This design comes from an exercise in tuning for small area on the open sky130 flow, not from production work.
In this exercise RTL edits were held to simulation tests only and were not proved equivalent to the original.
No activity file was given, so power comes from the tool's default toggle rates.

==> build 75 <==
==> flow/design.v <==
package seq_pkg;
  typedef logic [$clog2(8)-1:0] vid_t;
  typedef logic [8-1:0] vinsn_vec_t;
  typedef logic [$clog2(32)-1:0] vreg_t;
  typedef enum logic [2:0] {
    VADD,
    VSUB,
    VMUL,
    VMACC,
    VLE,
    VSE
  } seq_op_e;
  typedef enum logic [1:0] {
    VFU_ALU,
    VFU_MFPU,
    VFU_LOAD,
    VFU_STORE
  } vfu_e;
  typedef enum logic {
    ST_IDLE,
    ST_WAIT
  } seq_state_e;
endpackage
module vec_sequencer (
  input  logic                            clk_i,
  input  logic                            rst_ni,
  input  logic                            req_valid_i,
  output logic                            req_ready_o,
  input  logic [2:0]                      req_op_i,
  input  logic [4:0]                      req_vs1_i,
  input  logic                            req_use_vs1_i,
  input  logic [4:0]                      req_vs2_i,
  input  logic                            req_use_vs2_i,
  input  logic [4:0]                      req_vd_i,
  input  logic                            req_use_vd_i,
  output logic                            resp_valid_o,
  output logic                            resp_error_o,
  output logic                            idle_o,
  output logic                            pe_req_valid_o,
  input  logic                            pe_req_ready_i,
  output logic [2:0]                      pe_req_id_o,
  output logic [2:0]                      pe_req_op_o,
  output logic [4:0]                      pe_req_vs1_o,
  output logic [4:0]                      pe_req_vs2_o,
  output logic [4:0]                      pe_req_vd_o,
  output logic [7:0]                      pe_hazard_vs1_o,
  output logic [7:0]                      pe_hazard_vs2_o,
  output logic [7:0]                      pe_hazard_vd_o,
  output logic [7:0]                      vinsn_running_o,
  output logic [63:0]                     hazard_table_o,
  input  logic [31:0]                     unit_done_i,
  input  logic                            addrgen_ack_i,
  input  logic                            addrgen_error_i
);
  logic is_alu, is_mfpu, is_ld, is_st;
  assign is_alu  = req_op_i[2:1] == 2'b00;
  assign is_mfpu = req_op_i[2:1] == 2'b01;
  assign is_ld   = req_op_i == 3'd4;
  assign is_st   = !is_alu && !is_mfpu && !is_ld;
  logic [7:0] run_q;
  logic [1:0] cnt_alu_q, cnt_mfpu_q;
  logic       busy_ld_q, busy_st_q;
  logic       wait_q;
  logic [7:0][4:0] wreg_q, r1reg_q, r2reg_q;
  logic [7:0]      wlast_q, r1last_q, r2last_q;
  logic       unit_free, full, issue;
  logic [7:0] nsel;
  logic [2:0] nid;
  assign full = &run_q;
  assign unit_free = (is_alu  && !cnt_alu_q[1]) ||
                     (is_mfpu && !cnt_mfpu_q[1]) ||
                     (is_ld   && !busy_ld_q) ||
                     (is_st   && !busy_st_q);
  assign req_ready_o = !wait_q && !(pe_req_valid_o && !pe_req_ready_i) && !full && unit_free;
  assign issue       = req_valid_i && req_ready_o;
  assign resp_valid_o = wait_q && addrgen_ack_i;
  assign resp_error_o = addrgen_error_i;
  always_comb begin
    nsel = '0;
    nid  = '0;
    for (int i = 7; i >= 0; i--) begin
      if (!run_q[i]) begin
        nsel    = '0;
        nsel[i] = 1'b1;
        nid     = 3'(i);
      end
    end
  end
  logic [7:0] done, keep, run_d;
  assign done  = unit_done_i[7:0] | unit_done_i[15:8] | unit_done_i[23:16] | unit_done_i[31:24];
  assign keep  = run_q & ~done;
  assign run_d = keep | (issue ? nsel : 8'h00);
  assign vinsn_running_o = run_q;
  assign idle_o          = ~|run_q;
  logic [7:0] eq_w1, eq_w2, eq_wd;
  logic [7:0] eq_a1, eq_a2, eq_ad;
  logic [7:0] eq_b1, eq_b2, eq_bd;
  logic [7:0] raw1, raw2, war, waw;
  logic [7:0] hz1, hz2, hzd;
  for (genvar i = 0; i < 8; i++) begin : gen_cmp
    assign eq_w1[i] = wreg_q[i] == req_vs1_i;
    assign eq_w2[i] = wreg_q[i] == req_vs2_i;
    assign eq_wd[i] = wreg_q[i] == req_vd_i;
    assign eq_a1[i] = r1reg_q[i] == req_vs1_i;
    assign eq_a2[i] = r1reg_q[i] == req_vs2_i;
    assign eq_ad[i] = r1reg_q[i] == req_vd_i;
    assign eq_b1[i] = r2reg_q[i] == req_vs1_i;
    assign eq_b2[i] = r2reg_q[i] == req_vs2_i;
    assign eq_bd[i] = r2reg_q[i] == req_vd_i;
  end
  assign raw1 = (req_use_vs1_i ? eq_w1 & wlast_q : 8'h00);
  assign raw2 = (req_use_vs2_i ? eq_w2 & wlast_q : 8'h00);
  assign waw  = (req_use_vd_i  ? eq_wd & wlast_q : 8'h00);
  assign war  = (req_use_vd_i  ? (eq_ad & r1last_q) | (eq_bd & r2last_q) : 8'h00);
  assign hz1 = (raw1 | war) & keep;
  assign hz2 = (raw2 | war) & keep;
  assign hzd = waw & keep;
  logic [7:0] hzany;
  assign hzany = hz1 | hz2 | hzd;
  always_ff @(posedge clk_i or negedge rst_ni) begin
    if (!rst_ni) begin
      run_q          <= '0;
      cnt_alu_q      <= '0;
      cnt_mfpu_q     <= '0;
      busy_ld_q      <= 1'b0;
      busy_st_q      <= 1'b0;
      wait_q         <= 1'b0;
      pe_req_valid_o <= 1'b0;
    end else begin
      run_q <= run_d;
      if (issue && is_alu && !(|unit_done_i[7:0])) cnt_alu_q <= cnt_alu_q + 2'd1;
      else if (!(issue && is_alu) && (|unit_done_i[7:0])) cnt_alu_q <= cnt_alu_q - 2'd1;
      if (issue && is_mfpu && !(|unit_done_i[15:8])) cnt_mfpu_q <= cnt_mfpu_q + 2'd1;
      else if (!(issue && is_mfpu) && (|unit_done_i[15:8])) cnt_mfpu_q <= cnt_mfpu_q - 2'd1;
      if (issue && is_ld) busy_ld_q <= 1'b1;
      else if (|unit_done_i[23:16]) busy_ld_q <= 1'b0;
      if (issue && is_st) busy_st_q <= 1'b1;
      else if (|unit_done_i[31:24]) busy_st_q <= 1'b0;
      if (wait_q) begin
        if (addrgen_ack_i) wait_q <= 1'b0;
      end else if (issue && (is_ld || is_st)) begin
        wait_q <= 1'b1;
      end
      pe_req_valid_o <= issue || (pe_req_valid_o && !pe_req_ready_i);
    end
  end
  logic [63:0] table_q;
  always_ff @(posedge clk_i or negedge rst_ni) begin
    if (!rst_ni) begin
      table_q <= '0;
    end else begin
      for (int r = 0; r < 8; r++) begin
        for (int j = 0; j < 8; j++) begin
          if (r == j) table_q[8*r+j] <= 1'b0;
          else table_q[8*r+j] <= (table_q[8*r+j] && keep[r] && keep[j]) ||
                                 (issue && nsel[r] && hzany[j]);
        end
      end
    end
  end
  assign hazard_table_o = table_q;
  always_ff @(posedge clk_i) begin
    if (issue) begin
      pe_req_id_o     <= nid;
      pe_req_op_o     <= req_op_i;
      pe_req_vs1_o    <= req_vs1_i;
      pe_req_vs2_o    <= req_vs2_i;
      pe_req_vd_o     <= req_vd_i;
      pe_hazard_vs1_o <= hz1;
      pe_hazard_vs2_o <= hz2;
      pe_hazard_vd_o  <= hzd;
      for (int i = 0; i < 8; i++) begin
        if (nsel[i]) begin
          wreg_q[i]  <= req_vd_i;
          r1reg_q[i] <= req_vs1_i;
          r2reg_q[i] <= req_vs2_i;
        end
      end
    end
  end
  logic [7:0] set_w, set_r1, set_r2, kill_w, kill_r1, kill_r2;
  assign set_w   = (issue && req_use_vd_i)  ? nsel : 8'h00;
  assign set_r1  = (issue && req_use_vs1_i) ? nsel : 8'h00;
  assign set_r2  = (issue && req_use_vs2_i) ? nsel : 8'h00;
  assign kill_w  = issue ? (nsel | (req_use_vd_i ? eq_wd : 8'h00)) : 8'h00;
  assign kill_r1 = issue ? (nsel | (req_use_vs1_i ? eq_a1 : 8'h00) | (req_use_vs2_i ? eq_a2 : 8'h00)) : 8'h00;
  assign kill_r2 = issue ? (nsel | (req_use_vs1_i ? eq_b1 : 8'h00) | (req_use_vs2_i ? eq_b2 : 8'h00)) : 8'h00;
  always_ff @(posedge clk_i) begin
    wlast_q  <= (wlast_q  & ~kill_w)  | set_w;
    r1last_q <= (r1last_q & ~kill_r1) | set_r1;
    r2last_q <= (r2last_q & ~kill_r2) | set_r2;
  end
endmodule
==> flow/flow/run.sh <==
#!/bin/bash
# Standard layout (standard.sh), with these changes:
#  - synthesis maps the logic with an area-oriented ABC script (flow/area.abc);
#    everything else in synthesis is synth_recipe.tcl as given
#  - the port buffers are made from the smallest buffer cell
#  - repair may not use the largest buffer cells (flow/small_bufs.tcl)
#  - a lighter clock tree: clkbuf_4 only, small sink clusters, no dummy loads
# make's whole output goes to standard_make.log; ORFS keeps each step's log
# under orfs/logs.
set -euo pipefail
W=$PWD
sed "s#@ABC@#$W/flow/area.abc#" flow/area_synth.tcl.in > "$W/area_synth.tcl"
export BUFFER_PORTS_ARGS="-buffer_cell sky130_fd_sc_hd__buf_1"
for s in FLOORPLAN GLOBAL_PLACE RESIZE REPAIR_TIMING_POST_PLACE CTS GLOBAL_ROUTE DETAIL_ROUTE; do
  export PRE_${s}_TCL="$W/flow/small_bufs.tcl"
done
export PRE_GLOBAL_PLACE_TCL="$W/flow/place_prep.tcl"
export CTS_ARGS="-sink_clustering_enable -repair_clock_nets -dont_use_dummy_load -buf_list {sky130_fd_sc_hd__clkbuf_4} -sink_clustering_size 10 -sink_clustering_max_diameter 40"
bash standard.sh finish SYNTH_SCRIPT="$W/area_synth.tcl" > standard_make.log 2>&1
==> flow/flow/area.abc <==
strash
dch
amap
==> flow/flow/area_synth.tcl.in <==
proc abc {args} {
  set i [lsearch -exact $args -script]
  if {$i >= 0} { lset args [expr {$i + 1}] @ABC@ }
  yosys abc {*}$args
}
proc synth {args} { yosys synth -nofsm -noshare {*}$args }
source $::env(SCRIPTS_DIR)/synth.tcl
# left out here: clear keep_hierarchy, flatten, clean up, hide names made inside functions, write 1_2_yosys.v
==> flow/flow/place_prep.tcl <==
# As timing-driven placement does: drop synthesis buffers before the ports get theirs
source [file join [file dirname [info script]] small_bufs.tcl]
remove_buffers
==> flow/flow/small_bufs.tcl <==
# Keep repair from reaching for the largest buffers
set_dont_use [get_lib_cells {sky130_fd_sc_hd__buf_6 sky130_fd_sc_hd__buf_8 sky130_fd_sc_hd__buf_12 sky130_fd_sc_hd__buf_16 sky130_fd_sc_hd__bufbuf_8 sky130_fd_sc_hd__bufbuf_16 sky130_fd_sc_hd__clkbuf_8 sky130_fd_sc_hd__clkbuf_16}]
==> flow/standard.sh <==
#!/bin/bash
# synth_recipe.tcl (not shown) runs the flow's synth.tcl, then flattens the netlist and writes it again
# the make line also repeats each setting of config.mk as NAME=value (left out here)
make -C /OpenROAD-flow-scripts/flow DESIGN_CONFIG=/design/flow/config.mk WORK_HOME=/design/flow/orfs CLKGATE_MAP_FILE= SYNTH_SCRIPT=/design/flow/synth_recipe.tcl "${@:-finish}"
==> flow/config.mk <==
export PLATFORM = sky130hd
export DESIGN_NAME = vec_sequencer
export DESIGN_NICKNAME = vec_sequencer
export VERILOG_FILES = /design/flow/design.v
export SDC_FILE = /design/flow/constraint.sdc
export NUM_CORES = 4
export LEC_CHECK = 0
export CAP_MARGIN = 20
export CORE_MARGIN = 2
export CORE_UTILIZATION = 40
export GPL_TIMING_DRIVEN = 0
export SLEW_MARGIN = 20
==> flow/constraint.sdc <==
create_clock -name core_clock -period 6.0 [get_ports {clk_i}]
set_input_delay 1.2000 -clock core_clock [delete_from_list [all_inputs] [get_ports {clk_i}]]
set_output_delay 1.2000 -clock core_clock [all_outputs]
set_load 0.01 [all_outputs]
==> inputs of build 47, as changes to build 75 <==
--- a/flow/config.mk
+++ b/flow/config.mk
@@ -7,6 +7,6 @@
 export LEC_CHECK = 0
-export CAP_MARGIN = 20
+export CAP_MARGIN = 10
 export CORE_MARGIN = 2
-export CORE_UTILIZATION = 40
+export CORE_UTILIZATION = 70
 export GPL_TIMING_DRIVEN = 0
-export SLEW_MARGIN = 20
+export SLEW_MARGIN = 10
==> inputs of build 88, as changes to build 75 <==
--- a/flow/design.v
+++ b/flow/design.v
@@ -117,4 +117,3 @@
   assign hzd = waw & keep;
-  logic [7:0] hzany;
-  assign hzany = hz1 | hz2 | hzd;
+  logic [7:0][7:0] table_q;
   always_ff @(posedge clk_i or negedge rst_ni) begin
@@ -128,2 +127,3 @@
       pe_req_valid_o <= 1'b0;
+      table_q        <= '0;
     end else begin
@@ -144,14 +144,7 @@
       pe_req_valid_o <= issue || (pe_req_valid_o && !pe_req_ready_i);
-    end
-  end
-  logic [63:0] table_q;
-  always_ff @(posedge clk_i or negedge rst_ni) begin
-    if (!rst_ni) begin
-      table_q <= '0;
-    end else begin
       for (int r = 0; r < 8; r++) begin
         for (int j = 0; j < 8; j++) begin
-          if (r == j) table_q[8*r+j] <= 1'b0;
-          else table_q[8*r+j] <= (table_q[8*r+j] && keep[r] && keep[j]) ||
-                                 (issue && nsel[r] && hzany[j]);
+          if (r == j) table_q[r][j] <= 1'b0;
+          else table_q[r][j] <= (table_q[r][j] && keep[r] && keep[j]) ||
+                                (issue && nsel[r] && (hz1[j] || hz2[j] || hzd[j]));
         end
@@ -173,5 +166,12 @@
         if (nsel[i]) begin
-          wreg_q[i]  <= req_vd_i;
-          r1reg_q[i] <= req_vs1_i;
-          r2reg_q[i] <= req_vs2_i;
+          wreg_q[i]   <= req_vd_i;
+          r1reg_q[i]  <= req_vs1_i;
+          r2reg_q[i]  <= req_vs2_i;
+          wlast_q[i]  <= req_use_vd_i;
+          r1last_q[i] <= req_use_vs1_i;
+          r2last_q[i] <= req_use_vs2_i;
+        end else begin
+          if (req_use_vd_i && eq_wd[i]) wlast_q[i] <= 1'b0;
+          if ((req_use_vs1_i && eq_a1[i]) || (req_use_vs2_i && eq_a2[i])) r1last_q[i] <= 1'b0;
+          if ((req_use_vs1_i && eq_b1[i]) || (req_use_vs2_i && eq_b2[i])) r2last_q[i] <= 1'b0;
         end
@@ -180,14 +180,2 @@
   end
-  logic [7:0] set_w, set_r1, set_r2, kill_w, kill_r1, kill_r2;
-  assign set_w   = (issue && req_use_vd_i)  ? nsel : 8'h00;
-  assign set_r1  = (issue && req_use_vs1_i) ? nsel : 8'h00;
-  assign set_r2  = (issue && req_use_vs2_i) ? nsel : 8'h00;
-  assign kill_w  = issue ? (nsel | (req_use_vd_i ? eq_wd : 8'h00)) : 8'h00;
-  assign kill_r1 = issue ? (nsel | (req_use_vs1_i ? eq_a1 : 8'h00) | (req_use_vs2_i ? eq_a2 : 8'h00)) : 8'h00;
-  assign kill_r2 = issue ? (nsel | (req_use_vs1_i ? eq_b1 : 8'h00) | (req_use_vs2_i ? eq_b2 : 8'h00)) : 8'h00;
-  always_ff @(posedge clk_i) begin
-    wlast_q  <= (wlast_q  & ~kill_w)  | set_w;
-    r1last_q <= (r1last_q & ~kill_r1) | set_r1;
-    r2last_q <= (r2last_q & ~kill_r2) | set_r2;
-  end
 endmodule
==> flow/flow/run.sh (replaced) <==
#!/bin/bash
# Standard layout with smaller port buffers and a lighter clock tree.
set -euo pipefail
export BUFFER_PORTS_ARGS="-buffer_cell sky130_fd_sc_hd__buf_1"
export CTS_ARGS="-sink_clustering_enable -repair_clock_nets -dont_use_dummy_load -buf_list {sky130_fd_sc_hd__clkbuf_8} -sink_clustering_size 20 -sink_clustering_max_diameter 50"
bash standard.sh finish > standard_make.log 2>&1
--- a/flow/config.mk
+++ b/flow/config.mk
@@ -10,3 +10,2 @@
 export CORE_UTILIZATION = 40
-export GPL_TIMING_DRIVEN = 0
 export SLEW_MARGIN = 20
removed: flow/flow/area.abc
removed: flow/flow/area_synth.tcl.in
removed: flow/flow/place_prep.tcl
removed: flow/flow/small_bufs.tcl
==> comparison <==
Of build 47 and build 75, build 75 has the higher maximum frequency (gap about 8%, measured against build 75). Sequential share of layout area, lowest first: build 88, build 75, build 47. Non-clock buffer count: build 47 < build 75 < build 88. Against build 88, the synthesized cell count of build 75 is larger by about 2.7%. Total power: build 88 > build 75 > build 47. Between build 88 and build 75, the lower synthesized area is in build 75 (gap about 9%, measured against build 75). In sequential cell count, build 75 and build 47 do not differ. The lowest first-iteration DRC count belongs to build 88, the highest to build 75.

## what the ideal ports hide
The flow's constraints put no driver on any port. The routed layouts listed below were extracted and timed again, unchanged, in two steps.
Step 1 assumes that a clkbuf_16 drives the clock port and a buf_2 every other input.
Step 2 adds t to the input delays and takes it off the output delays; t is the mean of the earliest and latest rising clock arrival at the registers after step 1. Input paths then give back, and output paths get back, about the clock's delay inside the block.
a / b / c = ideal / step 1 / step 2; a / b = the first two.
run | shift t [ns] | setup WS [ns] | worst setup path at the end | clock arrival spread, ns
build 75 | 0.707 | 1.295 / 1.295 / 0.766 | input to register | 0.060 / 0.060
build 47 | 0.684 | 0.867 / 0.887 / 0.203 | input to register | 0.047 / 0.047
build 88 | 0.568 | 2.240 / 2.209 / 2.209 | input to output | 0.105 / 0.105
After both steps setup and hold are still met in every run listed. The setup slack of build 47, which loses most, moves by +0.020 ns with the drivers and by -0.664 ns with both steps.
